Background: an optimization exercise with open tools, aiming at small area, a short achievable clock period and few clock cycles per item. Do not read the settings as production practice.
Only simulation tests tie the RTL to the original design; equivalence was not proved.

==> flow/design.v <==
package hsl2rgb_pkg;
  localparam int unsigned HueW  = 9;
  localparam int unsigned PctW  = 7;
  localparam int unsigned ChanW = 8;
  localparam logic [PctW-1:0] PctMax  = 7'd100;
  localparam logic [PctW-1:0] PctHalf = 7'd50;
endpackage
module hsl2rgb_csa #(
  parameter int unsigned W = 8
) (
  input  logic [W-1:0] a_i,
  input  logic [W-1:0] b_i,
  input  logic [W-1:0] c_i,
  output logic [W-1:0] s_o,
  output logic [W-1:0] y_o
);
  logic [W-1:0] maj;
  assign s_o = a_i ^ b_i ^ c_i;
  assign maj = (a_i & b_i) | (a_i & c_i) | (b_i & c_i);
  assign y_o = {maj[W-2:0], 1'b0};
endmodule
module hsl2rgb_chan
(
  input  logic [18:0] r_i,
  output logic [7:0]  lvl_o
);
  localparam logic [26:0] Kc = 27'(5 + 1 - (1 << 19) + 1 - (1 << 19) + 16 - (1 << 23));
  logic [18:0] n3, n1, n0;
  logic [26:0] t0, t1, t2, t3, t4, t5, t6, t7;
  logic [26:0] s1, y1, s2, y2, s3, y3, s4, y4, s5, y5, s6, y6, s7, y7, acc;
  assign n3 = ~(r_i >> 3);
  assign n1 = ~(r_i >> 1);
  assign n0 = ~r_i;
  assign t0 = 27'(r_i >> 14);
  assign t1 = 27'(r_i >> 10);
  assign t2 = 27'(r_i >> 8);
  assign t3 = 27'(r_i >> 5);
  assign t4 = 27'(n3);
  assign t5 = 27'(n1);
  assign t6 = 27'(n0) << 4;
  assign t7 = 27'(r_i) << 7;
  hsl2rgb_csa #(.W(27)) u_c1 (.a_i(t0), .b_i(t1), .c_i(t2), .s_o(s1), .y_o(y1));
  hsl2rgb_csa #(.W(27)) u_c2 (.a_i(t3), .b_i(t4), .c_i(t5), .s_o(s2), .y_o(y2));
  hsl2rgb_csa #(.W(27)) u_c3 (.a_i(t6), .b_i(t7), .c_i(Kc), .s_o(s3), .y_o(y3));
  hsl2rgb_csa #(.W(27)) u_c4 (.a_i(s1), .b_i(y1), .c_i(s2), .s_o(s4), .y_o(y4));
  hsl2rgb_csa #(.W(27)) u_c5 (.a_i(y2), .b_i(s3), .c_i(y3), .s_o(s5), .y_o(y5));
  hsl2rgb_csa #(.W(27)) u_c6 (.a_i(s4), .b_i(y4), .c_i(s5), .s_o(s6), .y_o(y6));
  hsl2rgb_csa #(.W(27)) u_c7 (.a_i(s6), .b_i(y6), .c_i(y5), .s_o(s7), .y_o(y7));
  assign acc   = s7 + y7;
  assign lvl_o = acc[24:17];
endmodule
module hsl2rgb_plat
(
  input  logic [13:0] q_i,
  output logic [17:0] yq_o        
);
  localparam logic [22:0] Kc = 23'((1 << 7) - (1 << 21) + 1 - (1 << 12) + 1 - (1 << 8)
                                   + 1 - (1 << 6) + 1 - (1 << 3));
  logic [13:0] n7;
  logic [11:0] n2;
  logic [7:0]  n6;
  logic [5:0]  n8;
  logic [2:0]  n11;
  logic [22:0] t0, t1, t2, t3, t4, t5, t6, t7, t8;
  logic [22:0] s1, y1, s2, y2, s3, y3, s4, y4, s5, y5, s6, y6, s7, y7, s8, y8, acc;
  assign n7  = ~q_i;
  assign n2  = ~q_i[13:2];
  assign n6  = ~q_i[13:6];
  assign n8  = ~q_i[13:8];
  assign n11 = ~q_i[13:11];
  assign t0 = 23'(q_i) << 9;
  assign t1 = 23'(n7) << 7;
  assign t2 = 23'(q_i) << 5;
  assign t3 = 23'(q_i) << 1;
  assign t4 = 23'(n2);
  assign t5 = 23'(q_i >> 4);
  assign t6 = 23'(n6);
  assign t7 = 23'(n8);
  assign t8 = 23'(n11);
  hsl2rgb_csa #(.W(23)) u_c1 (.a_i(t0), .b_i(t1), .c_i(t2), .s_o(s1), .y_o(y1));
  hsl2rgb_csa #(.W(23)) u_c2 (.a_i(t3), .b_i(t4), .c_i(t5), .s_o(s2), .y_o(y2));
  hsl2rgb_csa #(.W(23)) u_c3 (.a_i(t6), .b_i(t7), .c_i(t8), .s_o(s3), .y_o(y3));
  hsl2rgb_csa #(.W(23)) u_c4 (.a_i(s1), .b_i(y1), .c_i(s2), .s_o(s4), .y_o(y4));
  hsl2rgb_csa #(.W(23)) u_c5 (.a_i(y2), .b_i(s3), .c_i(y3), .s_o(s5), .y_o(y5));
  hsl2rgb_csa #(.W(23)) u_c6 (.a_i(s4), .b_i(y4), .c_i(s5), .s_o(s6), .y_o(y6));
  hsl2rgb_csa #(.W(23)) u_c7 (.a_i(s6), .b_i(y6), .c_i(y5), .s_o(s7), .y_o(y7));
  hsl2rgb_csa #(.W(23)) u_c8 (.a_i(s7), .b_i(y7), .c_i(Kc), .s_o(s8), .y_o(y8));
  assign acc  = s8 + y8;
  assign yq_o = acc[21:4];
endmodule
module hsl2rgb_low
(
  input  logic [17:0] yq_i,       
  input  logic [18:0] v_i,        
  output logic [7:0]  lp_o
);
  logic [18:0] diff;
  assign diff = v_i - 19'(yq_i);
  assign lp_o = diff[17:10];
endmodule
module hsl2rgb_frac
(
  input  logic [6:0] l_i,
  output logic [18:0] v_o        
);
  logic [3:0] tens, ones;
  logic [8:0] whole;             
  logic [9:0] thr;               
  always_comb begin
    tens = 4'd0;
    for (int i = 1; i <= 10; i++) begin
      if (l_i >= 7'(10 * i)) tens = 4'(i);
    end
  end
  assign ones    = 4'(l_i - 7'(tens * 4'd10));
  assign whole   = 9'(l_i) * 9'd5 + 9'(tens);
  always_comb begin
    case (ones)
      4'd0:    thr = 10'd7;
      4'd1:    thr = 10'd102;
      4'd2:    thr = 10'd205;
      4'd3:    thr = 10'd307;
      4'd4:    thr = 10'd409;
      4'd5:    thr = 10'd512;
      4'd6:    thr = 10'd614;
      4'd7:    thr = 10'd717;
      4'd8:    thr = 10'd819;
      default: thr = 10'd921;
    endcase
  end
  assign v_o = {whole, thr};
endmodule
module hsl2rgb_pipe #(
  parameter int unsigned W  = 1,
  parameter bit          EN = 1'b1
) (
  input  logic         clk_i,
  input  logic         en_i,
  input  logic [W-1:0] d_i,
  output logic [W-1:0] q_o
);
  if (EN) begin : g_reg
    logic [W-1:0] q;
    always_ff @(posedge clk_i) begin
      if (en_i) q <= d_i;
    end
    assign q_o = q;
  end else begin : g_wire
    assign q_o = d_i;
  end
endmodule
module hsl_to_rgb_converter_unit
(
  input  logic             clk_i,
  input  logic             rst_ni,
  input  logic             in_valid_i,
  output logic             in_ready_o,
  input  logic [hsl2rgb_pkg::HueW-1:0]  hue_degrees_i,
  input  logic [hsl2rgb_pkg::PctW-1:0]  saturation_pct_i,
  input  logic [hsl2rgb_pkg::PctW-1:0]  lightness_pct_i,
  output logic             out_valid_o,
  input  logic             out_ready_i,
  output logic [hsl2rgb_pkg::ChanW-1:0] red_o,
  output logic [hsl2rgb_pkg::ChanW-1:0] green_o,
  output logic [hsl2rgb_pkg::ChanW-1:0] blue_o
);
  localparam bit CutA = 1'b1;
  localparam bit CutB = 1'b1;
  localparam bit CutC = 1'b1;
  localparam bit CutD = 1'b1;
  localparam bit [3:0] Cut = {CutD, CutC, CutB, CutA};
  logic [4:0] vin;    
  logic [4:0] en;     
  assign vin[0] = in_valid_i;
  assign en[4]  = out_ready_i;
  logic [3:0] v;      
  for (genvar i = 0; i < 4; i++) begin : g_valid
    if (Cut[i]) begin : g_reg
      logic v_q;
      always_ff @(posedge clk_i or negedge rst_ni) begin
        if (!rst_ni) begin
          v_q <= 1'b0;
        end else if (en[i]) begin
          v_q <= vin[i];
        end
      end
      assign vin[i+1] = v_q;
      assign v[i]     = v_q;
    end else begin : g_wire
      assign vin[i+1] = vin[i];
      assign v[i]     = 1'b0;
    end
    assign en[i] = out_ready_i || !(&(v[3:i] | ~Cut[3:i]));
  end
  assign in_ready_o  = en[0];
  assign out_valid_o = vin[4];
  logic [2:0] sec;     
  logic [5:0] w;       
  logic [6:0] s, l, m;
  logic [4:0] a;       
  logic       neg;     
  logic [6:0] g;
  logic [3:0] k, gm;
  assign g = hue_degrees_i[8:2];
  always_comb begin
    k = 4'd0;
    for (int i = 1; i <= 8; i++) begin
      if (g >= 7'(15 * i)) k = 4'(i);
    end
  end
  assign gm  = 4'(g - 7'(k * 4'd15));
  assign w   = {gm, hue_degrees_i[1:0]};
  assign sec = (k >= 4'd6) ? 3'(k - 4'd6) : 3'(k);
  assign a   = 5'((w >= 6'd30) ? w - 6'd30 : 6'd30 - w);
  assign neg = (w < 6'd30) ^ sec[0];
  assign s = (saturation_pct_i > hsl2rgb_pkg::PctMax) ? hsl2rgb_pkg::PctMax : saturation_pct_i;
  assign l = (lightness_pct_i  > hsl2rgb_pkg::PctMax) ? hsl2rgb_pkg::PctMax : lightness_pct_i;
  assign m = (l < hsl2rgb_pkg::PctHalf) ? l : hsl2rgb_pkg::PctMax - l;
  logic [5:0] ma;
  logic [6:0] sa, la;
  logic [4:0] aa;
  logic       nega;
  logic [2:0] seca;
  hsl2rgb_pipe #(.W(29), .EN(CutA)) u_cut_a (
    .clk_i, .en_i(en[0]),
    .d_i({m[5:0], s, l, a, neg, sec}),
    .q_o({ma, sa, la, aa, nega, seca})
  );
  logic [12:0] c;
  logic [13:0] q;
  assign c = 13'(ma * sa);
  assign q = 14'(la * 7'd100) + 14'(c);
  logic [12:0] cb;
  logic [13:0] qb;
  logic [6:0]  lb;
  logic [4:0]  ab;
  logic        negb;
  logic [2:0]  secb;
  hsl2rgb_pipe #(.W(43), .EN(CutB)) u_cut_b (
    .clk_i, .en_i(en[1]),
    .d_i({c, q, la, aa, nega, seca}),
    .q_o({cb, qb, lb, ab, negb, secb})
  );
  logic [18:0] cx, r;
  assign cx = 19'(cb) ^ {19{negb}};
  assign r  = (19'(lb) << 12) - (19'(lb) << 10) - (19'(lb) << 6) - (19'(lb) << 3)
            + 19'(cx * ab) + (negb ? 19'(ab) : 19'd0);
  logic [17:0] yq;
  hsl2rgb_plat u_plat (.q_i(qb), .yq_o(yq));
  logic [18:0] rc;
  logic [17:0] yqc;
  logic [6:0]  lc;
  logic [2:0]  secc;
  hsl2rgb_pipe #(.W(47), .EN(CutC)) u_cut_c (
    .clk_i, .en_i(en[2]),
    .d_i({r, yq, lb, secb}),
    .q_o({rc, yqc, lc, secc})
  );
  logic [7:0]  lq, lp, lr;
  logic [18:0] lv;
  assign lq = yqc[17:10];
  hsl2rgb_chan u_ramp (.r_i(rc), .lvl_o(lr));
  hsl2rgb_frac u_frac (.l_i(lc), .v_o(lv));
  hsl2rgb_low  u_low  (.yq_i(yqc), .v_i(lv), .lp_o(lp));
  logic [7:0] lqd, lpd, lrd;
  logic [2:0] secd;
  hsl2rgb_pipe #(.W(27), .EN(CutD)) u_cut_d (
    .clk_i, .en_i(en[3]),
    .d_i({lq, lp, lr, secc}),
    .q_o({lqd, lpd, lrd, secd})
  );
  always_comb begin
    case (secd)
      3'd0:    begin red_o = lqd; green_o = lrd; blue_o = lpd; end
      3'd1:    begin red_o = lrd; green_o = lqd; blue_o = lpd; end
      3'd2:    begin red_o = lpd; green_o = lqd; blue_o = lrd; end
      3'd3:    begin red_o = lpd; green_o = lrd; blue_o = lqd; end
      3'd4:    begin red_o = lrd; green_o = lpd; blue_o = lqd; end
      default: begin red_o = lqd; green_o = lpd; blue_o = lrd; end
    endcase
  end
endmodule
==> flow/run.sh <==
#!/bin/bash
# synth_recipe.tcl (not shown) runs the flow's synth.tcl, then flattens the netlist and writes it again
# the make line also repeats each setting of config.mk as NAME=value (left out here)
make -C /OpenROAD-flow-scripts/flow DESIGN_CONFIG=/design/flow/config.mk WORK_HOME=/design/flow/orfs CLKGATE_MAP_FILE= SYNTH_SCRIPT=/design/flow/synth_recipe.tcl finish
==> flow/constraint.sdc <==
create_clock -name core_clock -period 9.5 [get_ports {clk_i}]
set_input_delay 1.9000 -clock core_clock [delete_from_list [all_inputs] [get_ports {clk_i}]]
set_output_delay 1.9000 -clock core_clock [all_outputs]
set_load 0.01 [all_outputs]
==> flow/config.mk <==
export PLATFORM = sky130hd
export DESIGN_NAME = hsl_to_rgb_converter_unit
export DESIGN_NICKNAME = hsl_to_rgb_converter_unit
export VERILOG_FILES = /design/flow/design.v
export SDC_FILE = /design/flow/constraint.sdc
export NUM_CORES = 4
export LEC_CHECK = 0
export ABC_CLOCK_PERIOD_IN_PS = 4500
export CAP_MARGIN = 20
export CORE_MARGIN = 2
export CORE_UTILIZATION = 40
export SETUP_SLACK_MARGIN = 4.6
export SLEW_MARGIN = 20
==> results.yml, run 1 <==
floorplanning:
  core_mm2: 0.04675
  core.rowCount: 79
  dieWidth_um: 221.9
  start_util_pct: 40.63
  dieArea_mm2: 0.04925
  die_h_um: 221.9
  pin_count: 53
yosys:
  syn_area_mm2: 0.01900
  synth_area_per_cell_um2: 10.18
  yosysTopAreaCell: "fa_1"
  synthFlopType: "edfxtp_1"
  synthArstFlopShare_pct: 2.721
  synth_top_cells_by_area: "fa_1 (23%), edfxtp_1 (23%), ha_1 (20%)"
  synthCells: 1867
  ys_warn_count: 6
  syn_nets: 2415
  ys_types: 72
  synth_top_cell_area_share_pct: 23.18
  synth_edf_count: 143
  ys_seq_area_share_pct: 23.13
  ys_ff_latch: 147
sta:
  finalSetupViolCount: 0
  hold_violations: 0
  tns_ps: 0
  min_period_ps: 5053
  fmax_mhz: 197.9
  skew_ps: 9.169
  worst_pin_slew_ps: 995.6
  drv_slew: 0
  rsz0062_at_grt: "true"
  finalCritPeriodShare_pct: 53.19
  slew_headroom_pct: 33.21
route:
  met1_length_um: 17690
  top_layer: "met4"
  dr_wl_met2_um: 19180
  postRouteWirelength_um: 39130
  wl_per_cell_um: 14.87
  drtIter0Drc: 689
  antenna_left: 0
  dr.pass1.iters: 5
  vias_per_cell: 4.860
  vias: 12790
  drcViolationCount: 0
  wl_met3_um: 1223
critical_path:
  required_ps: 9680
  r2r_slack_ps: 4450
  path_cells: "buf_6 > buf_16 > xor2_2 > and2_1 > fa_1 > fa_1 > inv_1 > fa_1 > inv_1 > fa_2 > ha_4 > a31o_2 > a41o_1 > o41ai_4 > buf_4 > o21bai_1 > a21oi_2 > xnor2_1"
  critPathCaptureType: "register"
  crit_path_start_kind: "register"
  max_stage_delay_ps: 590
  crit_path_max_fanout: 5
  slowest_stage: "fa_2"
  criticalPathCategory: "register to register"
  path_common_cell: "fa_1"
  critPathArrivalTime_ps: 5240
run_status:
  status: "timing/DRC/antenna clean"
place:
  dp.final_hpwl_um: 31010
  place.gp.congestion: 0.9033
  portBuffers: 52
finish:
  nNetsFinal: 2559
  fin_util_pct: 47.68
  drive_gt1_share_pct: 13.29
  final_common_cell: "inv_1"
  area_growth_pct: 17.34
  mostFrequentLayoutCells: "inv_1 (427), ha_1 (285), fa_1 (210)"
  diodes: 0
clocking:
  clockBufferDepth: 2
  cts_buffers: 17
  htree_levels: 4
  cts_root_buffer: "clkbuf_16"
  clk_latency_ps: 440
  clock-sinks: 147
  cts_tree: "done"
  path_clk_slew_ps: 70
global_route:
  antenna_found_initial: 1
  grt_pass1_vias: 13050
  grt_pass1_wl_um: 64250
  grt.overflow.total: 0
  grtUsageTotal_pct: 16.20
  grt_max_degree: 48
min_path:
  hold_path.class: "register to register"
run:
  drv_cap: 0
-- timing repair --
action / CTS / global route
endpoints found under the setup margin: 56 / 42
buffers inserted: 61 / 39
hold endpoints to repair: 0 / 0
gates resized for setup: 59 / 79
hold buffers: 0 / 0
cloned: 3 / 0
pin swaps: 24 / 45
-- per-layer routing --
metal	track usage [%]	vias to the layer above
li1	-	6331
met5	0	-
met1	20.78	6195
met4	5.645	0
met2	28.14	200
met3	2.134	60
-- cells by family after synthesis --
family,Yosys count,share of synthesized area [%]
buffers and inverters,483,9.616
AND/OR/NAND/NOR,304,8.167
AO/OA/AOI/OAI,263,8.964
flip-flops,147,23.13
multiplexers,29,1.561
adder cells (fa/ha/maj),524,43.17
XOR/XNOR,117,5.394
-- through the flow --
stage / instance area, µm² / hold slack, ps / cells / setup slack [ps]
after floorplan: 19080 / 400.3 / 1867 / 4555
after global placement: 20240 / 402.7 / 2496 / 3881
after detailed placement: 20240 / 404.5 / 2496 / 3737
after CTS: 21650 / 412.7 / 2592 / 4468
after global routing: 22290 / 425.9 / 2631 / 4258
final: 22290 / 411.8 / 2631 / 4447
-- state kept, by name (all words and copies together) (netlist names) --
register,cells
u_cut_a.g_reg.q,28
u_cut_c.g_reg.q,47
u_cut_b.g_reg.q,41
u_cut_d.g_reg.q,27
g_valid.g_reg.v_q,4
-- final cells by class --
cell class              count  area [µm²]
clock inverters            14       170.2
inverters                 450        1692
clock buffers              18       429.2
flip-flops and latches    147        4394
multi-input cells        1238       13440
repair buffers            157        1403
fillers                  4254       24460
well taps                 607       759.5
-- worst max-delay path: cells and delay by family, from the launching register on --
kind,cells,cell delay [ps]
adders and majority gates,5,2290
AOI/OAI and AO/OA,5,970
buffers and inverters,5,600
DFF,1,460
xor gates and xnor gates,2,310
and+or+nand+nor,1,180
-- cells in the mapped netlist, drive strengths merged, types with 24 or more instances --
library cell and instances:
xor2 41, o21ai 44, edfxtp 143, fa 220, ha 301, inv 449, nor2 52, nand2 85
mux2i 27, clkbuf 24, o22ai 26, xnor2 76, and2 82, a21oi 79
-- final timing paths --
kind | start | end | cells after the start
min reg2reg | u_cut_c.g_reg.q[2] | u_cut_d.g_reg.q[2] | 0
max in group asynchronous | rst_ni | g_valid[0].g_reg.v_q | 1
min | u_cut_c.g_reg.q[2] | u_cut_d.g_reg.q[2] | 0
max | u_cut_b.g_reg.q[3] | u_cut_c.g_reg.q[44] | 18
min in group asynchronous | rst_ni | g_valid[2].g_reg.v_q | 1
max reg2reg | u_cut_b.g_reg.q[3] | u_cut_c.g_reg.q[44] | 18
Testbench counts, summed over its fixed seeds: cycles 12,032, items 12,000.
==> run 2: changes to the inputs <==
--- a/flow/config.mk
+++ b/flow/config.mk
@@ -9,5 +9,5 @@
 export CAP_MARGIN = 20
 export CORE_MARGIN = 2
-export CORE_UTILIZATION = 40
-export SETUP_SLACK_MARGIN = 4.6
+export CORE_UTILIZATION = 60
+export SETUP_SLACK_MARGIN = 4.3
 export SLEW_MARGIN = 20
==> results.yml, run 2 <==
sta:
  finalCritPeriodShare_pct: 55.01
  slew_headroom_pct: 30.70
  fmax_mhz: 191.4
  rsz0062_at_grt: "true"
  drv_slew: 0
  min_period_ps: 5226
  worst_pin_slew_ps: 1038
  tns_ps: 0
  hold_violations: 0
  finalSetupViolCount: 0
  skew_ps: 9.136
finish:
  nNetsFinal: 2556
  n_fill_cell: 2405
  top_register: "u_cut_c.g_reg.q"
  reg.largest.list: "u_cut_c.g_reg.q (47), u_cut_b.g_reg.q (41), u_cut_a.g_reg.q (28)"
  ff_latch_area_mm2: 0.004394
  largest_reg_flops: 47
  drive_gt1_share_pct: 10.89
  area_growth_pct: 14.44
  diodes: 0
  fin_util_pct: 69.25
  multi_input_area_mm2: 0.01324
  mostFrequentLayoutCells: "inv_1 (441), ha_1 (292), fa_1 (215)"
  final_common_cell: "inv_1"
route:
  postRouteWirelength_um: 39030
  wl_per_cell_um: 16.11
  drtIter0Drc: 546
  antenna_left: 0
  vias_per_cell: 5.316
  drcViolationCount: 0
  dr.pass1.iters: 6
  vias: 12880
critical_path:
  crit_path_start: "u_cut_b.g_reg.q[3]"
  r2r_slack_ps: 4270
  critPathCaptureType: "register"
  r2r_start: "u_cut_b.g_reg.q[3]"
  crit_path_max_fanout: 8
  criticalPathCategory: "register to register"
  required_ps: 9700
  critPathArrivalTime_ps: 5420
  crit_path_start_kind: "register"
yosys:
  yosysTopAreaCell: "fa_1"
  syn_area_mm2: 0.01900
  ys_seq_area_share_pct: 23.13
  synthArstFlopShare_pct: 2.721
  synth_top_cell_area_share_pct: 23.18
  syn_nets: 2415
  ys_types: 72
  synthFlopType: "edfxtp_1"
  synth_area_per_cell_um2: 10.18
  ys_top_cells_by_count: "inv_1 (448), ha_1 (301), fa_1 (220), edfxtp_1 (143), nand2_1 (84)"
  synthCells: 1867
  synth_edf_count: 143
  ys_ff_latch: 147
  synth_most_common_cell: "inv_1"
  synth_top_cells_by_area: "fa_1 (23%), edfxtp_1 (23%), ha_1 (20%)"
  ys_warn_count: 6
clocking:
  path_clk_slew_ps: 70
  clk_latency_ps: 440
  htree_levels: 4
  cts_tree: "done"
  clock-sinks: 147
  cts_root_buffer: "clkbuf_16"
  clockBufferDepth: 2
  cts_buffers: 17
  postCtsHoldBufs: 0
global_route:
  grt.overflow.total: 0
  use_met2_pct: 41.52
  grtUsageTotal_pct: 24.35
  grt_pass1_vias: 12930
  use_met1_pct: 33.16
  grt.busiest_layer: "met2"
  antenna_found_initial: 1
  grt_max_degree: 49
  grt_util_met3_pct: 2.908
  grt_pass1_wl_um: 64070
floorplanning:
  pin_count: 53
  dieWidth_um: 181.9
  dieArea_mm2: 0.03310
  start_util_pct: 60.51
  core_mm2: 0.03139
  die_h_um: 181.9
  core.rowCount: 65
place:
  portBuffers: 52
  place.gp.congestion: 0.9000
  dp.final_hpwl_um: 30690
min_path:
  worstHoldStart: "u_cut_a.g_reg.q[6]"
  hold_path.class: "register to register"
run:
  drv_cap: 0
run_status:
  status: "timing/DRC/antenna clean"
-- run 2: cell counts after synthesis --
No cell type changed its count.
-- run 2: stage by stage --
| step | hold slack, ps | cells | setup slack, ps | instance area, µm² |
|---|---|---|---|---|
| after CTS | 419.0 | 2360 | 4303 | 21010 |
| final | 419.7 | 2423 | 4274 | 21740 |
| after global placement | 402.4 | 2290 | 3824 | 19910 |
| after global routing | 425.6 | 2423 | 4081 | 21740 |
| after detailed placement | 404.5 | 2290 | 3623 | 19910 |
| after floorplan | 400.3 | 1867 | 4408 | 19000 |
-- run 2: cells by family after synthesis --
family | after synthesis | synth area share [%]
compound gates | 263 | 8.964
mux | 29 | 1.561
simple gates | 304 | 8.167
buf+inv | 483 | 9.616
xor+xnor | 117 | 5.394
flops | 147 | 23.13
fa+ha+maj | 524 | 43.17
-- run 2: per-layer routing --
metal	routed length [µm]	up-vias
met1	17710	6239
met5	13	-
li1	-	6356
met3	1181	52
met4	910	2
met2	19210	232
-- run 2: cell type report --
cell class	count	area share, %
Sequential cell	147	20.21
Clock inverter	14	0.5468
Inverter	450	7.816
Clock buffer	18	1.974
Multi-Input combinational cell	1238	60.89
Tap cell	402	2.314
Timing Repair Buffer	154	6.250
-- run 2: path summary, 6_finish.rpt --
check | end | depth (start not counted)
worst max-delay path | u_cut_c.g_reg.q[44] | 19
worst min register to register | u_cut_b.g_reg.q[6] | 0
worst min-delay path | u_cut_b.g_reg.q[6] | 0
max in group asynchronous | g_valid[2].g_reg.v_q | 1
worst max register to register | u_cut_c.g_reg.q[44] | 19
min in group asynchronous | g_valid[0].g_reg.v_q | 1
-- run 2: critical path, cell delays in order (launching register included) --
cell and delay, ps:
edfxtp_1 460, buf_6 190, buf_12 150, buf_4 160, xor2_4 190, and2_4 170, fa_1 540, inv_1 60
fa_2 530, fa_1 440, fa_1 540, inv_1 40, ha_2 200, a31o_2 230, a41o_1 250, o41ai_4 360
buf_4 180, o21bai_1 70, a21oi_2 140, xnor2_1 70
-- run 2: what timing repair did --
item,CTS,global route
setup endpoints to repair,29,48
hold endpoints to repair,0,0
gates cloned,1,1
pin swaps,20,20
gates resized for setup,40,50
buffers inserted,37,61
==> run 3: changes to the inputs <==
--- a/flow/config.mk
+++ b/flow/config.mk
@@ -9,5 +9,5 @@
 export CAP_MARGIN = 20
 export CORE_MARGIN = 2
-export CORE_UTILIZATION = 60
+export CORE_UTILIZATION = 75
 export SETUP_SLACK_MARGIN = 4.3
 export SLEW_MARGIN = 20
==> results.yml, run 3 <==
finish:
  fin_util_pct: 85.27
  reg.largest.list: "u_cut_c.g_reg.q (47), u_cut_b.g_reg.q (41), u_cut_a.g_reg.q (28)"
  final_cells: 2314
  top_register: "u_cut_c.g_reg.q"
  area_growth_pct: 12.38
  nNetsFinal: 2519
  diodes: 0
  mostFrequentLayoutCells: "inv_1 (442), ha_1 (296), fa_1 (216)"
  drive_gt1_share_pct: 8.720
  final_common_cell: "inv_1"
  n_fill_cell: 1359
  largest_reg_flops: 47
clocking:
  cts_root_buffer: "clkbuf_16"
  clockBufferDepth: 2
  postCtsHoldBufs: 0
  clk_latency_ps: 430
  cts_buffers: 17
  path_clk_slew_ps: 60
  cts_tree: "done"
  htree_levels: 4
  clock-sinks: 147
yosys:
  synth_fa_ha_area_share_pct: 43.17
  synth_top_cell_area_share_pct: 23.18
  synth_edf_count: 143
  syn_nets: 2415
  ys_seq_area_share_pct: 23.13
  yosys.area_share.xor_xnor_pct: 5.394
  synth_top_cells_by_area: "fa_1 (23%), edfxtp_1 (23%), ha_1 (20%)"
  syn_area_mm2: 0.01900
  synthArstFlopShare_pct: 2.721
  ys_top_cells_by_count: "inv_1 (448), ha_1 (301), fa_1 (220), edfxtp_1 (143), nand2_1 (84)"
  ys_ff_latch: 147
  synthFlopType: "edfxtp_1"
  synth_top_family_by_area: "adder cells"
  ys_warn_count: 6
  synthCells: 1867
  synth_most_common_cell: "inv_1"
  synthMuxAreaShare_pct: 1.561
  synth-simple-area-share_pct: 8.167
  ys_types: 72
  yosysTopAreaCell: "fa_1"
  synth_compound_gate_area_share_pct: 8.964
  synth_area_per_cell_um2: 10.18
route:
  antenna_left: 0
  drcViolationCount: 0
  wl_met3_um: 1833
  met1_length_um: 16620
  wl_per_cell_um: 17.90
  vias: 13330
  dr.pass1.iters: 5
  postRouteWirelength_um: 41430
  vias_per_cell: 5.760
  drtIter0Drc: 1051
  top_layer: "met4"
  dr_wl_met2_um: 21630
sta:
  setup_slack_ps: 4201
  slew_headroom_pct: 30.60
  min_period_ps: 5299
  finalCritPeriodShare_pct: 55.77
  drv_slew: 0
  tns_ps: 0
  hold_violations: 0
  finalSetupViolCount: 0
  rsz0062_at_grt: "true"
  fmax_mhz: 188.7
  worst_pin_slew_ps: 1040
  skew_ps: 11.08
critical_path:
  r2r_slack_ps: 4200
  crit_path_start_kind: "register"
  cpLargestDelayFamily: "adder cells"
  slowest_stage: "fa_1"
  criticalPathCategory: "register to register"
  r2r.worst_path.cells: 18
  path_cells: "buf_6 > buf_8 > xor2_2 > and2_4 > fa_1 > fa_1 > inv_1 > fa_1 > inv_1 > fa_1 > ha_4 > and2_1 > a31o_2 > a41o_1 > o41ai_4 > o2111ai_1 > a21oi_1 > xnor2_1"
  r2r_start: "u_cut_b.g_reg.q[3]"
  critPathBufInv: 4
  max_stage_delay_ps: 540
  crit_path_max_fanout: 8
  required_ps: 9680
  path_common_cell: "fa_1"
  r2r_end: "u_cut_c.g_reg.q[46]"
  critPathArrivalTime_ps: 5480
  critPathCaptureType: "register"
global_route:
  grt_pass1_wl_um: 65810
  grt_max_degree: 49
  antenna_found_initial: 0
  grtUsageTotal_pct: 31.47
  grt_pass1_vias: 13770
  grt.overflow.total: 0
min_path:
  hold_path.class: "register to register"
  hold-path-endpoint: "u_cut_d.g_reg.q[2]"
  hold_path_depth: 0
  worstHoldStart: "u_cut_c.g_reg.q[2]"
floorplanning:
  start_util_pct: 75.88
  dieArea_mm2: 0.02662
  dieWidth_um: 163.2
  core_mm2: 0.02504
  die_h_um: 163.2
  core.rowCount: 58
  pin_count: 53
place:
  portBuffers: 52
  dp_cells: 2218
  dp.final_hpwl_um: 30190
  place.gp.congestion: 0.9279
  post-place-ws_ps: 3721
run_status:
  status: "timing/DRC/antenna clean"
run:
  drv_cap: 0
run 3: cell counts after synthesis:
No cell type changed its count.
run 3: area by class of cell:
cell class,count,area (µm²),area share [%]
Multi-Input combinational cell,1237,13200,61.81
Sequential cell,147,4394,20.58
Inverter,450,1689,7.912
Timing Repair Buffer,118,1090,5.105
Clock buffer,19,432.9,2.028
Tap cell,330,412.9,1.934
Clock inverter,13,133.9,0.6271
run 3: logic make-up after synthesis:
group,Yosys count
compound gates,263
xor+xnor,117
buf+inv,483
flops,147
mux,29
simple gates,304
fa+ha+maj,524
run 3: worst max-delay path by stage:
stage	start	slack (ps)	cells past startpoint	to
after floorplan	u_cut_b.g_reg.q[3]	4410	18	u_cut_c.g_reg.q[46]
after global placement	u_cut_b.g_reg.q[3]	3850	17	u_cut_c.g_reg.q[46]
after detailed placement	u_cut_b.g_reg.q[3]	3720	17	u_cut_c.g_reg.q[46]
after CTS	u_cut_b.g_reg.q[3]	4290	18	u_cut_c.g_reg.q[46]
after global routing	u_cut_b.g_reg.q[3]	4050	18	u_cut_c.g_reg.q[46]
final	u_cut_b.g_reg.q[3]	4200	18	u_cut_c.g_reg.q[46]
run 3: timing repair:
action,in CTS,in global routing
resized for setup,24,59
setup buffers,25,37
endpoints found under the setup margin,24,38
cloned,1,0
pin swaps,12,6
run 3: layer usage:
| metal | vias to the layer above | GRT usage, % |
|---|---|---|
| met2 | 415 | 56.29 |
| met5 | - | 0 |
| met3 | 103 | 4.165 |
| met1 | 6544 | 39.76 |
| li1 | 6267 | - |
| met4 | 0 | 10.02 |
run 3: stage by stage:
stage / area [µm²] / hold WS [ps]
after floorplan: 19000 / 400.3
after global placement: 19820 / 400.1
after detailed placement: 19820 / 404.5
after CTS: 20750 / 418.2
after global routing: 21350 / 426.2
final: 21350 / 417.6
==> run 4: changes to the inputs <==
--- a/flow/config.mk
+++ b/flow/config.mk
@@ -9,5 +9,6 @@
 export CAP_MARGIN = 20
 export CORE_MARGIN = 2
-export CORE_UTILIZATION = 75
+export CORE_UTILIZATION = 40
+export PLACE_DENSITY = 0.75
 export SETUP_SLACK_MARGIN = 4.3
 export SLEW_MARGIN = 20
==> results.yml, run 4 <==
finish:
  final_cell_area_mm2: 0.02185
  n_fill_cell: 4200
  diodes: 0
  mostFrequentLayoutCells: "inv_1 (435), ha_1 (296), fa_1 (218)"
  final_common_cell: "inv_1"
  area_growth_pct: 15.00
  nNetsFinal: 2532
  drive_gt1_share_pct: 9.614
  largest_reg_flops: 47
  reg.largest.list: "u_cut_c.g_reg.q (47), u_cut_b.g_reg.q (41), u_cut_a.g_reg.q (28)"
  top_register: "u_cut_c.g_reg.q"
route:
  wl_per_cell_um: 14.74
  dr.pass1.iters: 5
  drtIter0Drc: 825
  drcViolationCount: 0
  postRouteWirelength_um: 38370
  vias_per_cell: 4.970
  antenna_left: 0
  vias: 12940
min_path:
  hold_path.class: "register to register"
  hold_path_depth: 0
  hold-path-endpoint: "u_cut_b.g_reg.q[3]"
  worstHoldStart: "u_cut_a.g_reg.q[3]"
clocking:
  htree_levels: 4
  cts_buffers: 17
  cts_tree: "done"
  clockBufferDepth: 2
  postCtsHoldBufs: 0
  clock-sinks: 147
  clk_latency_ps: 440
  path_clk_slew_ps: 60
  cts_root_buffer: "clkbuf_16"
floorplanning:
  die_h_um: 221.9
  start_util_pct: 40.63
  dieArea_mm2: 0.04925
  dieWidth_um: 221.9
  pin_count: 53
  core.rowCount: 79
  core_mm2: 0.04675
critical_path:
  path_common_cell: "fa_1"
  crit_path_start_kind: "register"
  criticalPathCategory: "register to register"
  crit_path_max_fanout: 6
  r2r_start: "u_cut_b.g_reg.q[3]"
  r2r.worst_path.cells: 19
  r2r_slack_ps: 4270
  slowest_stage: "fa_1"
  critPathCaptureType: "register"
  path_cells: "buf_8 > buf_12 > xor2_4 > and2_4 > fa_1 > fa_1 > inv_2 > fa_1 > inv_2 > fa_1 > ha_4 > and2_4 > a31o_4 > a41o_1 > o41ai_4 > buf_4 > o21bai_1 > a21oi_1 > xnor2_1"
  required_ps: 9680
  critPathArrivalTime_ps: 5420
  r2r_end: "u_cut_c.g_reg.q[44]"
  max_stage_delay_ps: 580
sta:
  skew_ps: 12.06
  tns_ps: 0
  finalSetupViolCount: 0
  drv_slew: 0
  slew_headroom_pct: 34.53
  hold_violations: 0
  setup_slack_ps: 4266
  worst_pin_slew_ps: 976.0
  finalCritPeriodShare_pct: 55.09
  min_period_ps: 5234
  rsz0062_at_grt: "true"
  fmax_mhz: 191.1
global_route:
  grtUsageTotal_pct: 15.72
  grt.overflow.total: 0
  grt_pass1_vias: 13210
  grt_pass1_wl_um: 63510
  grt_max_degree: 49
  antenna_found_initial: 0
yosys:
  synth_top_cells_by_area: "fa_1 (23%), edfxtp_1 (23%), ha_1 (20%)"
  synth_most_common_cell: "inv_1"
  ys_warn_count: 6
  synth_area_per_cell_um2: 10.18
  syn_area_mm2: 0.01900
  synth_top_cell_area_share_pct: 23.18
  ys_top_cells_by_count: "inv_1 (448), ha_1 (301), fa_1 (220), edfxtp_1 (143), nand2_1 (84)"
  ys_types: 72
  syn_nets: 2415
  synthFlopType: "edfxtp_1"
  synthArstFlopShare_pct: 2.721
  yosysTopAreaCell: "fa_1"
  ys_ff_latch: 147
  synthCells: 1867
  synth_edf_count: 143
  ys_seq_area_share_pct: 23.13
run:
  drv_cap: 0
place:
  post-place-ws_ps: 3643
  placed_area_mm2: 0.02017
  place.gp.congestion: 0.8931
  portBuffers: 52
  dp.final_hpwl_um: 30400
run_status:
  status: "timing/DRC/antenna clean"
==> run 4: critical path, delay by kind of cell (launching register included) <==
kind | cells | cell delay (ps)
adders and majority gates | 5 | 2400
AOI/OAI and AO/OA | 5 | 990
buffers and inverters | 5 | 590
DFF | 1 | 410
and+or+nand+nor | 2 | 310
xor gates and xnor gates | 2 | 260
==> run 4: layout make-up <==
| cell class | instances | area [µm²] | area share [%] |
|---|---|---|---|
| Multi-Input combinational cell | 1238 | 13200 | 60.42 |
| Timing Repair Buffer | 130 | 1165 | 5.332 |
| Clock buffer | 18 | 429.2 | 1.964 |
| Sequential cell | 147 | 4394 | 20.11 |
| Clock inverter | 14 | 200.2 | 0.9163 |
| Tap cell | 607 | 759.5 | 3.476 |
| Inverter | 450 | 1699 | 7.777 |
==> run 4: how the worst max path moves through the flow <==
stage / start / to / slack, ps / depth (start not counted)
after global placement: u_cut_b.g_reg.q[3] / u_cut_c.g_reg.q[46] / 3810 / 17
after detailed placement: u_cut_b.g_reg.q[3] / u_cut_c.g_reg.q[46] / 3640 / 17
after floorplan: u_cut_b.g_reg.q[3] / u_cut_c.g_reg.q[46] / 4410 / 18
after CTS: u_cut_b.g_reg.q[31] / u_cut_c.g_reg.q[46] / 4290 / 19
final: u_cut_b.g_reg.q[3] / u_cut_c.g_reg.q[44] / 4270 / 19
after global routing: u_cut_b.g_reg.q[3] / u_cut_c.g_reg.q[44] / 4090 / 19
==> run 4: kinds of logic (layout without fill, tap and decap cells) <==
| logic type | Yosys count | count (layout) | synth area share (%) |
|---|---|---|---|
| AO/OA/AOI/OAI | 263 | 263 | 8.964 |
| XOR/XNOR | 117 | 118 | 5.394 |
| adder cells (fa/ha/maj) | 524 | 524 | 43.17 |
| buffers and inverters | 483 | 612 | 9.616 |
| flip-flops | 147 | 147 | 23.13 |
| multiplexers | 29 | 29 | 1.561 |
| AND/OR/NAND/NOR | 304 | 304 | 8.167 |
==> run 4: layer usage <==
layer	global-route usage (%)	up-vias	share of wire, %
met5	0	-	0
met4	4.054	0	1.7
li1	-	6297	-
met1	20.09	6320	44
met2	27.65	284	50
met3	2.558	40	3.9
==> run 4: stage by stage <==
stage	utilization [%]	instances	hold WS, ps
final	46.73	2604	413.1
after global placement	43.12	2495	400.6
after detailed placement	43.14	2495	404.5
after global routing	46.73	2604	426.2
after floorplan	-	1867	400.3
after CTS	45.01	2543	416.6
==> run 4: repair_timing <==
item,CTS,global route
pin swaps,7,22
gates resized for setup,26,69
setup endpoints to repair,29,33
setup buffers,16,59
gates cloned,0,2
==> run 5: changes to the inputs <==
--- a/flow/config.mk
+++ b/flow/config.mk
@@ -10,5 +10,5 @@
 export CORE_MARGIN = 2
 export CORE_UTILIZATION = 40
-export PLACE_DENSITY = 0.75
+export PLACE_DENSITY = 0.45
 export SETUP_SLACK_MARGIN = 4.3
 export SLEW_MARGIN = 20
==> results.yml, run 5 <==
floorplanning:
  dieArea_mm2: 0.04925
  dieWidth_um: 221.9
  core.rowCount: 79
  core_mm2: 0.04675
  pin_count: 53
  start_util_pct: 40.63
  die_h_um: 221.9
yosys:
  synth_most_common_cell: "inv_1"
  syn_area_mm2: 0.01900
  syn_nets: 2415
  synth_area_per_cell_um2: 10.18
  synthCells: 1867
  ys_seq_area_share_pct: 23.13
  ys_warn_count: 6
  yosysTopAreaCell: "fa_1"
  synth_edf_count: 143
  ys_types: 72
  ys_ff_latch: 147
  synthArstFlopShare_pct: 2.721
  ys_top_cells_by_count: "inv_1 (448), ha_1 (301), fa_1 (220), edfxtp_1 (143), nand2_1 (84)"
  synth_top_cell_area_share_pct: 23.18
  synthFlopType: "edfxtp_1"
  synth_top_cells_by_area: "fa_1 (23%), edfxtp_1 (23%), ha_1 (20%)"
route:
  drcViolationCount: 0
  wl_per_cell_um: 15.94
  vias_per_cell: 4.795
  vias: 12570
  antenna_left: 0
  dr.pass1.iters: 5
  drtIter0Drc: 448
  postRouteWirelength_um: 41770
critical_path:
  r2r_start: "u_cut_b.g_reg.q[3]"
  critPathCaptureType: "register"
  crit_path_start_kind: "register"
  crit_path_max_fanout: 9
  critPathArrivalTime_ps: 5440
  r2r_slack_ps: 4280
  r2r.worst_path.cells: 19
  required_ps: 9720
  r2r_end: "u_cut_c.g_reg.q[44]"
  criticalPathCategory: "register to register"
place:
  post-place-ws_ps: 3652
  dp.final_hpwl_um: 33910
  placed_area_mm2: 0.02017
  portBuffers: 52
  dp_cells: 2496
  place.gp.congestion: 0.8300
sta:
  min_period_ps: 5222
  finalSetupViolCount: 0
  worst_pin_slew_ps: 881.5
  skew_ps: 13.95
  fin_worst_hold_slack_ps: 417.7
  tns_ps: 0
  setup_slack_ps: 4278
  rsz0062_at_grt: "true"
  drv_slew: 0
  slew_headroom_pct: 41.24
  finalCritPeriodShare_pct: 54.97
  fmax_mhz: 191.5
  hold_violations: 0
finish:
  final_cell_area_mm2: 0.02193
  final_cells: 2621
  area_growth_pct: 15.46
  largest_reg_flops: 47
  reg.largest.list: "u_cut_c.g_reg.q (47), u_cut_b.g_reg.q (41), u_cut_a.g_reg.q (28)"
  final_common_cell: "inv_1"
  drive_gt1_share_pct: 10.23
  top_register: "u_cut_c.g_reg.q"
  nNetsFinal: 2549
  diodes: 0
  mostFrequentLayoutCells: "inv_1 (435), ha_1 (296), fa_1 (218)"
global_route:
  grt_pass1_vias: 12940
  grt.overflow.total: 0
  grtUsageTotal_pct: 17.70
  grt_pass1_wl_um: 67830
  grt_max_degree: 49
  antenna_found_initial: 0
min_path:
  hold_path.class: "register to register"
  worstHoldStart: "u_cut_a.g_reg.q[5]"
  hold-path-endpoint: "u_cut_b.g_reg.q[5]"
  hold_path_depth: 0
clocking:
  clockBufferDepth: 2
  path_clk_slew_ps: 60
  cts_buffers: 17
  cts_tree: "done"
  htree_levels: 4
  cts_root_buffer: "clkbuf_16"
  clock-sinks: 147
  clk_latency_ps: 480
run_status:
  status: "timing/DRC/antenna clean"
run:
  drv_cap: 0
## run 5: layer usage
layer	part of all wire (%)	up-vias	GRT usage, %
met5	0	-	0
met4	1.9	0	5.296
li1	-	6317	-
met2	49	117	29.71
met3	2.3	41	2.862
met1	47	6093	23.53
## run 5: kinds of logic after synthesis
logic type | after synthesis | synth area share, %
adders and majority gates | 524 | 43.17
buffers and inverters | 483 | 9.616
and+or+nand+nor | 304 | 8.167
AOI/OAI and AO/OA | 263 | 8.964
DFF | 147 | 23.13
xor gates and xnor gates | 117 | 5.394
muxes | 29 | 1.561
## run 5: critical path: stages (launching register included)
cell,delay [ps]
edfxtp_1,370
buf_6,170
buf_12,160
xor2_4,190
and2_4,170
fa_1,510
fa_1,490
inv_1,50
fa_1,520
inv_1,50
fa_1,550
ha_4,230
and2_1,150
a31o_2,210
a41o_1,250
o41ai_4,400
buf_4,180
o21bai_1,70
a21oi_2,150
xnor2_1,70
## run 5: final cells by class
type / count / area, µm²
fillers: 4527 / 24820
repair buffers: 148 / 1305
clock buffers: 19 / 432.9
flip-flops and latches: 147 / 4394
inverters: 450 / 1703
multi-input cells: 1237 / 13160
clock inverters: 13 / 182.7
well taps: 607 / 759.5
## run 5: worst max path at each step
stage / from / to / slack [ps]
4_1_cts: u_cut_b.g_reg.q[31] / u_cut_c.g_reg.q[45] / 4270
5_1_grt: u_cut_b.g_reg.q[3] / u_cut_c.g_reg.q[44] / 4080
3_5_place_dp: u_cut_b.g_reg.q[3] / u_cut_c.g_reg.q[46] / 3650
2_1_floorplan: u_cut_b.g_reg.q[3] / u_cut_c.g_reg.q[46] / 4410
6_report: u_cut_b.g_reg.q[3] / u_cut_c.g_reg.q[44] / 4280
3_3_place_gp: u_cut_b.g_reg.q[3] / u_cut_c.g_reg.q[46] / 3740
## run 5: timing repair
action | CTS | global route
setup buffers | 28 | 64
pin swaps | 9 | 27
gates cloned | 1 | 0
setup endpoints to repair | 31 | 30
gates resized for setup | 28 | 55
hold buffers | 0 | 0
## run 5: metrics by stage
stage | util [%]
3_3_place_gp | 43.14
2_1_floorplan | -
4_1_cts | 45.32
6_report | 46.92
3_5_place_dp | 43.14
5_1_grt | 46.92
==> run 6: changes to the inputs <==
--- a/flow/config.mk
+++ b/flow/config.mk
@@ -10,5 +10,4 @@
 export CORE_MARGIN = 2
 export CORE_UTILIZATION = 40
-export PLACE_DENSITY = 0.45
 export SETUP_SLACK_MARGIN = 4.3
 export SLEW_MARGIN = 20
==> results.yml, run 6 <==
run_status:
  status: "timing/DRC/antenna clean"
route:
  postRouteWirelength_um: 37550
  vias_per_cell: 4.814
  wl_per_cell_um: 14.45
  drtIter0Drc: 612
  dr.pass1.iters: 5
  vias: 12510
  drcViolationCount: 0
  antenna_left: 0
yosys:
  synth_fa_ha_area_share_pct: 43.17
  synthFlopType: "edfxtp_1"
  syn_nets: 2415
  synth_compound_gate_area_share_pct: 8.964
  ys_top_cells_by_count: "inv_1 (448), ha_1 (301), fa_1 (220), edfxtp_1 (143), nand2_1 (84)"
  syn_area_mm2: 0.01900
  synth_edf_count: 143
  ys_types: 72
  yosys.area_share.xor_xnor_pct: 5.394
  ys_ff_latch: 147
  synth_top_cell_area_share_pct: 23.18
  synthArstFlopShare_pct: 2.721
  ys_warn_count: 6
  yosysTopAreaCell: "fa_1"
  ys_seq_area_share_pct: 23.13
  synthCells: 1867
  synth_top_cells_by_area: "fa_1 (23%), edfxtp_1 (23%), ha_1 (20%)"
  synth_most_common_cell: "inv_1"
  synth_top_family_by_area: "adder cells"
  synthMuxAreaShare_pct: 1.561
  synth_area_per_cell_um2: 10.18
  synth-simple-area-share_pct: 8.167
place:
  portBuffers: 52
  dp.final_hpwl_um: 30680
  place.gp.congestion: 0.8994
critical_path:
  r2r_end: "u_cut_c.g_reg.q[44]"
  cpLargestDelayFamily: "buffers and inverters"
  critPathBufInv: 3
  crit_path_start_kind: "primary input"
  required_ps: 7600
  criticalPathCategory: "primary input to primary output"
  r2r_slack_ps: 4380
  r2r.worst_path.cells: 21
  slowest_stage: "clkdlybuf4s50_1"
  critPathArrivalTime_ps: 3240
  critPathCaptureType: "primary output"
  max_stage_delay_ps: 440
  path_cells: "clkdlybuf4s50_1 > nor2b_4 > nand4_1 > buf_12 > dlygate4sd2_1"
  r2r_start: "u_cut_b.g_reg.q[3]"
  crit_path_max_fanout: 30
clocking:
  cts_tree: "done"
  path_clk_slew_ps: 60
  clk_latency_ps: 470
  cts_buffers: 17
  clockBufferDepth: 2
  cts_root_buffer: "clkbuf_16"
  postCtsHoldBufs: 0
  clock-sinks: 147
  htree_levels: 4
sta:
  worst_pin_slew_ps: 921.9
  rsz0062_at_grt: "true"
  finalCritPeriodShare_pct: 54.11
  tns_ps: 0
  fin_worst_hold_slack_ps: 417.7
  min_period_ps: 5141
  drv_slew: 0
  fmax_mhz: 194.5
  slew_headroom_pct: 38.54
  finalSetupViolCount: 0
  hold_violations: 0
  skew_ps: 10.34
global_route:
  grt_max_degree: 49
  grt_pass1_vias: 12690
  grtUsageTotal_pct: 15.81
  grt.overflow.total: 0
  antenna_found_initial: 0
  grt_pass1_wl_um: 62660
finish:
  final_common_cell: "inv_1"
  multi_input_area_mm2: 0.01315
  nNetsFinal: 2527
  area_growth_pct: 14.13
  largest_reg_flops: 47
  reg.largest.list: "u_cut_c.g_reg.q (47), u_cut_b.g_reg.q (41), u_cut_a.g_reg.q (28)"
  n_fill_cell: 4386
  diodes: 0
  fin_util_pct: 46.38
  ff_latch_area_mm2: 0.004394
  drive_gt1_share_pct: 8.635
  mostFrequentLayoutCells: "inv_1 (438), ha_1 (296), fa_1 (216)"
  top_register: "u_cut_c.g_reg.q"
run:
  drv_cap: 0
floorplanning:
  die_h_um: 221.9
  dieWidth_um: 221.9
  dieArea_mm2: 0.04925
  core_mm2: 0.04675
  start_util_pct: 40.63
  pin_count: 53
  core.rowCount: 79
min_path:
  hold_path_depth: 0
  worstHoldStart: "u_cut_a.g_reg.q[0]"
  hold-path-endpoint: "u_cut_b.g_reg.q[0]"
  hold_path.class: "register to register"
## run 6: cell counts after synthesis
Identical to the previous run, type by type.
## run 6: per-layer routing
metal  part of all wire (%)  vias up  global-route usage (%)
met2                     47      190                   26.23
met5                      0        -                       0
met1                     47     5990                   20.74
li1                       -     6286                       -
met3                    2.9       45                   2.478
met4                    2.6        0                   6.321
## run 6: repair_timing
item | in CTS | in global routing
resized for setup | 26 | 51
setup endpoints to repair | 29 | 30
buffers inserted | 17 | 52
pin swaps | 8 | 27
gates cloned | 0 | 1
## run 6: logic make-up (layout without fill, tap and decap cells)
family	count (synthesis)	after routing
XOR/XNOR	117	118
buffers and inverters	483	607
multiplexers	29	29
flip-flops	147	147
AO/OA/AOI/OAI	263	263
AND/OR/NAND/NOR	304	304
adder cells (fa/ha/maj)	524	524
## run 6: worst max path at each step
stage,start,to,cells after the start
5_1_grt,u_cut_b.g_reg.q[3],u_cut_c.g_reg.q[44],19
3_5_place_dp,u_cut_b.g_reg.q[3],u_cut_c.g_reg.q[46],17
2_1_floorplan,u_cut_b.g_reg.q[3],u_cut_c.g_reg.q[46],18
4_1_cts,u_cut_b.g_reg.q[3],u_cut_c.g_reg.q[46],17
3_3_place_gp,u_cut_b.g_reg.q[3],u_cut_c.g_reg.q[46],17
6_report,out_ready_i,in_ready_o,5
## run 6: layout make-up
cell class                      count  share of cell area [%]
Inverter                          450                   7.842
Clock buffer                       20                   2.014
Sequential cell                   147                   20.27
Tap cell                          607                   3.503
Clock inverter                     12                  0.4905
Timing Repair Buffer              125                   5.228
Multi-Input combinational cell   1238                   60.66
## run 6: worst register-to-register path, cell delays in order (launching register included)
cell      delay [ps]
edfxtp_1         410
buf_6            170
buf_12           150
xor2_4           190
and2_4           150
fa_2             570
inv_2             40
ha_4             210
fa_1             520
inv_1             50
fa_1             470
ha_1             310
a21o_1           200
a21o_1           180
a21oi_2          180
o21ai_2           90
a41o_1           260
o41ai_4          260
buf_4            180
o21bai_1          70
a21oi_2          150
xnor2_1           70
## run 6: stage by stage
step | instances | setup slack (ps) | area [µm²]
after global routing | 2599 | 4171 | 21680
after global placement | 2495 | 3805 | 20160
after detailed placement | 2495 | 3640 | 20170
after floorplan | 1867 | 4408 | 19000
after CTS | 2544 | 4227 | 20970
final | 2599 | 4359 | 21680
==> run 7: changes to the inputs <==
--- a/flow/config.mk
+++ b/flow/config.mk
@@ -12,2 +12,4 @@
 export SETUP_SLACK_MARGIN = 4.3
 export SLEW_MARGIN = 20
+export SYNTH_HIERARCHICAL = 1
+export SYNTH_MINIMUM_KEEP_SIZE = 2000
==> results.yml, run 7 <==
place:
  portBuffers: 52
  dp_cells: 2568
  place.gp.congestion: 0.8891
  post-place-ws_ps: 3776
  dp.final_hpwl_um: 32000
floorplanning:
  core.rowCount: 80
  dieWidth_um: 224.2
  pin_count: 53
  core_mm2: 0.04775
  start_util_pct: 40.61
  die_h_um: 224.2
  dieArea_mm2: 0.05025
yosys:
  synthCells: 1935
  syn_nets: 2485
  ys_warn_count: 12
  synth_area_per_cell_um2: 10.02
  syn_area_mm2: 0.01939
clocking:
  clockBufferDepth: 2
  cts_root_buffer: "clkbuf_16"
  postCtsHoldBufs: 0
  cts_buffers: 17
  clock-sinks: 147
  htree_levels: 4
  clk_latency_ps: 440
  cts_tree: "done"
  path_clk_slew_ps: 60
sta:
  fmax_mhz: 196.2
  min_period_ps: 5097
  worst_pin_slew_ps: 1012
  setup_slack_ps: 4403
  finalSetupViolCount: 0
  finalCritPeriodShare_pct: 53.65
  drv_slew: 0
  slew_headroom_pct: 32.45
  hold_violations: 0
  tns_ps: 0
  rsz0062_at_grt: "true"
  skew_ps: 9.526
global_route:
  grt.overflow.total: 0
  antenna_found_initial: 1
  grt_pass1_wl_um: 64710
  grt_pass1_vias: 13220
  grtUsageTotal_pct: 16.00
  grt_max_degree: 67
route:
  vias_per_cell: 4.867
  antenna_left: 0
  met1_length_um: 18240
  dr_wl_met2_um: 18520
  drcViolationCount: 0
  wl_per_cell_um: 14.57
  drtIter0Drc: 564
  vias: 12910
  postRouteWirelength_um: 38660
  dr.pass1.iters: 5
  wl_met3_um: 1214
  top_layer: "met4"
critical_path:
  r2r_end: "u_cut_d.g_reg.q[10]"
  critPathBufInv: 3
  crit_path_max_fanout: 7
  critPathCaptureType: "primary output"
  required_ps: 7600
  slowest_stage: "clkdlybuf4s50_1"
  cpLargestDelayFamily: "buffers and inverters"
  r2r.worst_path.cells: 15
  path_cells: "clkdlybuf4s50_1 > nor2b_4 > nand4_1 > buf_12 > dlymetal6s2s_1"
  crit_path_start_kind: "primary input"
  r2r_start: "u_cut_c.g_reg.q[36]"
  r2r_slack_ps: 4510
  criticalPathCategory: "primary input to primary output"
  max_stage_delay_ps: 460
  critPathArrivalTime_ps: 3200
min_path:
  hold-path-endpoint: "u_cut_b.g_reg.q[3]"
  worstHoldStart: "u_cut_a.g_reg.q[3]"
  hold_path.class: "register to register"
  hold_path_depth: 0
run_status:
  status: "timing/DRC/antenna clean"
finish:
  final_common_cell: "inv_1"
  diodes: 0
  nNetsFinal: 2575
  multi_input_area_mm2: 0.01339
  area_growth_pct: 12.95
  n_fill_cell: 4443
  mostFrequentLayoutCells: "inv_1 (443), ha_1 (302), fa_1 (220)"
  final_cells: 2653
  largest_reg_flops: 47
  top_register: "u_cut_c.g_reg.q"
  ff_latch_area_mm2: 0.004394
  reg.largest.list: "u_cut_c.g_reg.q (47), u_cut_b.g_reg.q (41), u_cut_a.g_reg.q (28)"
  drive_gt1_share_pct: 7.360
run:
  drv_cap: 0
==> run 7: how the worst max path moves through the flow <==
stage	start	end	slack (ps)	cells past startpoint
floorplan	u_cut_b.g_reg.q[3]	u_cut_c.g_reg.q[46]	4420	18
global placement	out_ready_i	in_ready_o	3760	5
detailed placement	out_ready_i	in_ready_o	3780	5
CTS	out_ready_i	in_ready_o	4060	5
global route	u_cut_b.g_reg.q[22]	u_cut_c.g_reg.q[27]	4110	17
finish	out_ready_i	in_ready_o	4400	5
==> run 7: repair_timing <==
action | in CTS | in global routing
hold endpoints to repair | 0 | 0
pin swaps | 0 | 5
cloned | 0 | 1
setup endpoints to repair | 9 | 22
buffers inserted | 4 | 46
resized for setup | 4 | 43
==> run 7: through the flow <==
step           hold slack (ps)  util, %  area, µm²
6_report                 416.6    45.86      21900
5_1_grt                  424.4    45.86      21900
3_5_place_dp             404.5    43.05      20560
2_1_floorplan            400.3        -      19390
4_1_cts                  418.7    44.50      21250
3_3_place_gp             404.7    43.05      20560
==> run 7: area by class of cell <==
cell class,count,share of cell area (%)
Clock buffer,18,1.960
Clock inverter,14,0.9199
Inverter,449,7.742
Multi-Input combinational cell,1302,61.16
Sequential cell,147,20.07
Tap cell,615,3.514
Timing Repair Buffer,108,4.639
==> run 7: metal layers <==
layer / GRT usage [%] / vias up
met5: 0 / -
met1: 20.87 / 6202
met2: 27.47 / 176
met4: 4.344 / 0
met3: 2.676 / 49
li1: - / 6485
==> run 8: changes to the inputs <==
--- a/flow/config.mk
+++ b/flow/config.mk
@@ -10,5 +10,5 @@
 export CORE_MARGIN = 2
 export CORE_UTILIZATION = 40
-export SETUP_SLACK_MARGIN = 4.3
+export SETUP_SLACK_MARGIN = 4.6
 export SLEW_MARGIN = 20
 export SYNTH_HIERARCHICAL = 1
==> results.yml, run 8 <==
critical_path:
  slowest_stage: "fa_1"
  critPathArrivalTime_ps: 5100
  required_ps: 9700
  r2r_end: "u_cut_c.g_reg.q[44]"
  path_cells: "buf_12 > xor2_2 > and2_4 > fa_1 > fa_1 > inv_1 > fa_1 > inv_1 > fa_1 > ha_4 > and3_4 > a221oi_2 > o21bai_1 > a31oi_2 > o21bai_1 > a21oi_1 > xnor2_1"
  max_stage_delay_ps: 530
  criticalPathCategory: "register to register"
  r2r.worst_path.cells: 17
  crit_path_start_kind: "register"
  crit_path_max_fanout: 8
  r2r_start: "u_cut_b.g_reg.q[3]"
  path_common_cell: "fa_1"
  critPathCaptureType: "register"
  r2r_slack_ps: 4600
yosys:
  syn_nets: 2485
  synth_area_per_cell_um2: 10.02
  syn_area_mm2: 0.01939
  synthCells: 1935
  ys_warn_count: 12
global_route:
  antenna_found_initial: 0
  grtUsageTotal_pct: 17.38
  grt_max_degree: 67
  grt_pass1_vias: 13960
  grt.overflow.total: 0
  grt_pass1_wl_um: 69520
floorplanning:
  pin_count: 53
  core.rowCount: 80
  dieWidth_um: 224.2
  die_h_um: 224.2
  start_util_pct: 40.61
  core_mm2: 0.04775
  dieArea_mm2: 0.05025
sta:
  hold_violations: 0
  fmax_mhz: 204.0
  rsz0062_at_grt: "true"
  skew_ps: 9.123
  slew_headroom_pct: 33.32
  fin_worst_hold_slack_ps: 427.3
  tns_ps: 0
  min_period_ps: 4903
  worst_pin_slew_ps: 994.1
  drv_slew: 0
  setup_slack_ps: 4597
  finalSetupViolCount: 0
  finalCritPeriodShare_pct: 51.61
finish:
  diodes: 0
  n_fill_cell: 4340
  multi_input_area_mm2: 0.01387
  drive_gt1_share_pct: 14.27
  top_register: "u_cut_c.g_reg.q"
  mostFrequentLayoutCells: "inv_1 (423), ha_1 (284), fa_1 (217)"
  largest_reg_flops: 47
  area_growth_pct: 18.00
  reg.largest.list: "u_cut_c.g_reg.q (47), u_cut_b.g_reg.q (41), u_cut_a.g_reg.q (28)"
  ff_latch_area_mm2: 0.004394
  nNetsFinal: 2640
  final_common_cell: "inv_1"
  fin_util_pct: 47.92
  final_cells: 2718
route:
  wl_per_cell_um: 15.44
  dr.pass1.iters: 7
  vias: 13390
  drtIter0Drc: 529
  antenna_left: 0
  drcViolationCount: 0
  vias_per_cell: 4.928
  postRouteWirelength_um: 41970
place:
  place.gp.congestion: 0.8725
  post-place-ws_ps: 3916
  portBuffers: 52
  dp.final_hpwl_um: 32920
  dp_cells: 2567
min_path:
  hold-path-endpoint: "u_cut_d.g_reg.q[2]"
  worstHoldStart: "u_cut_c.g_reg.q[2]"
  hold_path.class: "register to register"
  hold_path_depth: 0
clocking:
  htree_levels: 4
  cts_tree: "done"
  clock-sinks: 147
  cts_root_buffer: "clkbuf_16"
  clockBufferDepth: 2
  cts_buffers: 17
  path_clk_slew_ps: 70
  clk_latency_ps: 450
run:
  drv_cap: 0
run_status:
  status: "timing/DRC/antenna clean"
-- run 8: worst max-delay path, delay by kind of cell, from the launching register on --
kind | cells | cell delay, ps
AO/OA/AOI/OAI | 5 | 890
adder cells (fa/ha/maj) | 5 | 2300
AND/OR/NAND/NOR | 2 | 340
flip-flops | 1 | 490
buffers and inverters | 3 | 320
XOR/XNOR | 2 | 290
-- run 8: cell type report --
class,instances,share of cell area [%]
sequential,147,19.21
timing repair buffer,173,6.771
tap,615,3.363
clock inverter,15,0.7547
clock buffer,17,1.859
inverter,449,7.438
multi-input combinational,1302,60.61
-- run 8: worst max-delay path by stage --
stage | startpoint | to | cells after the start
after floorplan | u_cut_b.g_reg.q[3] | u_cut_c.g_reg.q[46] | 18
after global placement | out_ready_i | in_ready_o | 5
after detailed placement | hue_degrees_i[3] | u_cut_a.g_reg.q[7] | 14
after CTS | out_ready_i | u_cut_a.g_reg.q[8] | 25
after global routing | u_cut_b.g_reg.q[3] | u_cut_c.g_reg.q[44] | 17
final | u_cut_b.g_reg.q[3] | u_cut_c.g_reg.q[44] | 17
-- run 8: metal layers --
layer / GRT usage (%) / wire, µm
met1: 22.30 / 18880
met2: 30.47 / 21090
met3: 2.479 / 1058
met4: 4.968 / 940
met5: 0 / 0
-- run 8: stage by stage --
| stage | instance area, µm² |
|---|---|
| after CTS | 21930 |
| after detailed placement | 20550 |
| after global routing | 22880 |
| after floorplan | 19390 |
| final | 22880 |
| after global placement | 20550 |
-- run 8: repair_timing --
| item | CTS | global route |
|---|---|---|
| gates resized for setup | 49 | 122 |
| pin swaps | 14 | 78 |
| hold buffers | 0 | 0 |
| setup buffers | 67 | 49 |
| setup endpoints to repair | 41 | 52 |
| gates cloned | 1 | 1 |

==> separate check: timing with driven ports <==
How much do the figures lean on ideal ports? The routed layouts below were timed once more, with nothing changed but the port constraints. Step 1 sets driving cells, clkbuf_16 on the clock port and buf_2 on the other inputs (assumed; they add their load-dependent delay and slew). Step 2 times the ports against the registers' clock, not the clock port: input delays grow and output delays shrink by t, the midpoint of the rising clock arrivals with the driver on. a / b / c = ideal ports / drivers / drivers and shift; a / b = the first two.
| run | t, ns | setup slack, ns | worst data-port slew with drivers (ns) | pins driven straight from the clock port |
|---|---|---|---|---|
| run 1 | 0.490 | 4.447 / 4.447 / 4.447 | 0.05 | 1 |
| run 2 | 0.486 | 4.274 / 4.274 / 3.921 | 0.03 | 1 |
| run 3 | 0.478 | 4.201 / 4.201 / 4.201 | 0.04 | 1 |
| run 4 | 0.485 | 4.266 / 4.266 / 4.099 | 0.05 | 1 |
| run 5 | 0.526 | 4.278 / 4.278 / 4.130 | 0.04 | 1 |
| run 6 | 0.520 | 4.359 / 4.338 / 4.230 | 0.05 | 1 |
| run 7 | 0.488 | 4.403 / 4.377 / 4.197 | 0.05 | 1 |
| run 8 | 0.495 | 4.597 / 4.597 / 4.209 | 0.04 | 1 |
After both steps every run listed still meets setup and hold. The setup slack of run 8, which loses most, moves by 0.000 ns with the drivers and by -0.388 ns with both steps.
